This is an optimization exercise on Yosys and OpenROAD, whose aim is small area, a short achievable clock period and few clock cycles per item, not a production implementation. In this exercise RTL edits were held to simulation tests only and were not proved equivalent to the original.

Design jam, start of the top module:
module jam (
	input  logic                    clk,
	input  logic                    rst_n,
	input  logic                    in_valid,
	input  jam_types_pkg::cost_t    in_cost,
	output logic                    out_valid,
	output jam_types_pkg::out_job_t out_job,
	output jam_types_pkg::total_t   out_cost
);
Size: roughly 970 flip-flops, ~25 I/O pins, roughly 0.058 mm² of cells after synthesis.
Settings: LEC_CHECK=0, ABC_AREA=1, CAP_MARGIN=20, CORE_MARGIN=2, CORE_UTILIZATION=45, PLACE_DENSITY=0.75, SETUP_SLACK_MARGIN=5, SLEW_MARGIN=20; clock period 9.0 ns.
run.sh (not shown) runs the stock make flow with config.mk's settings and CLKGATE_MAP_FILE= SYNTH_SCRIPT=/design/flow/synth_recipe.tcl, a recipe that flattens the netlist after the stock synthesis.
Testbench counts at the start, summed over its fixed seeds: cycles 2,608, items 24.
==> next run, changes <==
- CORE_UTILIZATION: 45 -> 55
After rerunning:
- The changed run finished with timing, DRC and antenna clean
- count of clock-buffer cells in the layout went down by 7
- design area drops by about 0.45%
- synthesized area stays the same
- via count is about the same
- die area came out lower by about 18%
- fmax stays flat
- final cell count decreases by 3.2%
- setup slack is worse by 8.1 ps
==> next run, changes <==
- CORE_UTILIZATION: 55 -> 45
- PLACE_DENSITY: 0.75 -> 0.85
After rerunning: Final area goes up by 0.60%. Global-route usage went down by 5.2 points. Wire length came out higher by 4.6%. Core utilization shrinks by 11 points. Final cell count is higher by 3.4%. Hold slack gains 4.6 ps. Clock skew rises by 37 ps. Sequential share of layout area came out lower by 0.25 points. Via count climbs by 1.8%.
==> next run, changes <==
- PLACE_DENSITY: 0.85 -> 0.75
- SETUP_SLACK_MARGIN: 5 -> 4.5
Critical path depth rises by 15. Worst setup slack gets worse by 290 ps. Synthesized cell count does not change. First-iteration DRC count falls by roughly a tenth. Wire length falls by a few percent. Maximum frequency falls by a few percent. Global-route usage falls by 0.75 points.
==> next run, changes <==
- PLACE_DENSITY: 0.75 -> default
- SETUP_SLACK_MARGIN: 4.5 -> 5
Clock-buffer cell count rose by 14.
Global-route usage rose by 0.31 points.
Sequential share of layout area fell by 0.50 points.
Worst hold slack got worse by 5.9 ps.

jam, a different RTL version from the one above (not shown whole).
Size: roughly 5500 cells after synthesis, ~980 flip-flops, about 25 I/O pins, ~59000 sq um of cells after synthesis.
clock: 9.0 ns
lec_check: 0
cap_margin: 20
core_margin: 2
core_utilization: 45
setup_slack_margin: 5
slew_margin: 20
The baseline completed without violations.
Testbench counts at the start, summed over its fixed seeds: cycles 2,632, items 24.
Change:
--- a/flow/config.mk
+++ b/flow/config.mk
@@ -7,2 +7,3 @@
 export LEC_CHECK = 0
+export ABC_AREA = 1
 export CAP_MARGIN = 20
The changed run went through all stages and came out clean.
First-iteration DRC count is lower by 17%.
Flip-flop and latch count stays the same.
Fmax is higher by 5.3%.
Routed wire length is lower by 0.82%.
Via count is higher by 4.9%.
Setup slack gets better by 0.21 ns.
Sequential share of layout area is lower by 0.13 points.
Change:
--- a/flow/config.mk
+++ b/flow/config.mk
@@ -11,2 +11,5 @@
 export CORE_UTILIZATION = 45
+export CTS_BUF_LIST = sky130_fd_sc_hd__clkbuf_16
+export CTS_CLUSTER_DIAMETER = 80
+export CTS_CLUSTER_SIZE = 20
 export SETUP_SLACK_MARGIN = 5
=> Maximum frequency went down by 3.0%. Flip-flop and latch count is unchanged. Die area is unchanged. Wire length falls by 0.32%. Critical path depth grows by 3. Final cell count went down by 0.98%. Setup slack got worse by 0.12 ns.

## run A
jam, a different RTL version from the one above (not shown whole).
Size in the first run: roughly 5300 cells after synthesis, ~25 I/O pins, roughly 58000 sq um of cells after synthesis.
==> flow/config.mk <==
export PLATFORM = sky130hd
export DESIGN_NAME = jam
export DESIGN_NICKNAME = jam
export VERILOG_FILES = /design/flow/design.v
export SDC_FILE = /design/flow/constraint.sdc
export NUM_CORES = 4
export LEC_CHECK = 0
export CAP_MARGIN = 20
export CORE_MARGIN = 2
export CORE_UTILIZATION = 45
export SETUP_SLACK_MARGIN = 5
export SLEW_MARGIN = 20
export TNS_END_PERCENT = 10
==> flow/constraint.sdc <==
create_clock -name core_clock -period 9.0 [get_ports {clk}]
set_input_delay 1.8000 -clock core_clock [delete_from_list [all_inputs] [get_ports {clk}]]
set_output_delay 1.8000 -clock core_clock [all_outputs]
set_load 0.01 [all_outputs]
Run A finished all stages; layout check result: FAIL, due to max-capacitance violations, max-slew violations.
Testbench counts of run A, summed over its fixed seeds: cycles 2,608, items 24.
Relative to run A, the following input files were edited for run B:
- TNS_END_PERCENT: 10 -> unset
Results
Run B | status: complete | timing, DRC, antenna: pass. Termination of the worst setup path = jn[6]$_DFFE_PP_: run A; termination of the worst setup path = way[4][2]$_DFFE_PP_: run B. Against run A, run B reports a number of iterations in the first detailed-routing pass that is lower. Global routing usage on met1: run B and run A compared, higher one is run B. Delta(post-route cell area, run B - run A) > 0.
Relative to run B, the following input files were edited for run C:
- an added ABC_AREA of 1
Findings:
- For number of instances in the synthesized netlist, dividing the value from run B by the value from run C gives 0.818.
- Diff run B -> run C: number of global-route vias before repair grew by about 4.4%, synthesized-area fraction occupied by ao, oa, aoi and oai cells went down by 3.4 points.

static timing again, ports no longer ideal:
How much do the figures lean on ideal ports? The routed layouts below were timed once more, with nothing changed but the port constraints. Step 1 (the two cells are an assumption about what drives the block):
set clk [get_ports {clk}]
set_driving_cell -lib_cell sky130_fd_sc_hd__clkbuf_16 $clk
set_driving_cell -lib_cell sky130_fd_sc_hd__buf_2 [delete_from_list [all_inputs] $clk]
Step 2, shift: input delay + t, output delay - t, t = (earliest + latest rising clock arrival at the registers) / 2. This alone moves slack from input paths to output paths. Three values: ideal, step 1, step 2; two values: the first two.
run	shift t [ns]	setup WS [ns]	worst hold slack (ns)
the first run of note 1	0.811	4.999 / 4.999 / 4.188	0.460 / 0.460 / 0.460
the second run of note 1	0.780	4.991 / 4.991 / 4.358	0.455 / 0.455 / 0.455
the third run of note 1	0.818	4.940 / 4.905 / 4.087	0.460 / 0.460 / 0.460
the fourth run of note 1	0.817	4.647 / 4.647 / 4.202	0.439 / 0.439 / 0.439
the fifth run of note 1	0.806	4.962 / 4.966 / 4.160	0.433 / 0.433 / 0.433
the first run of note 2	0.806	4.824 / 4.824 / 4.824	0.428 / 0.428 / 0.428
the second run of note 2	0.814	5.035 / 5.035 / 5.035	0.428 / 0.428 / 0.428
the third run of note 2	0.755	4.914 / 4.914 / 4.914	0.426 / 0.426 / 0.426
run A	0.833	4.778 / 4.778 / 4.060	0.421 / 0.421 / 0.421
run B	0.835	4.887 / 4.887 / 4.113	0.422 / 0.422 / 0.422
run C	0.805	4.985 / 4.985 / 4.348	0.441 / 0.441 / 0.441
The setup slack of the third run of note 1, which loses most, moves by -0.035 ns with the drivers and by -0.853 ns with both steps.
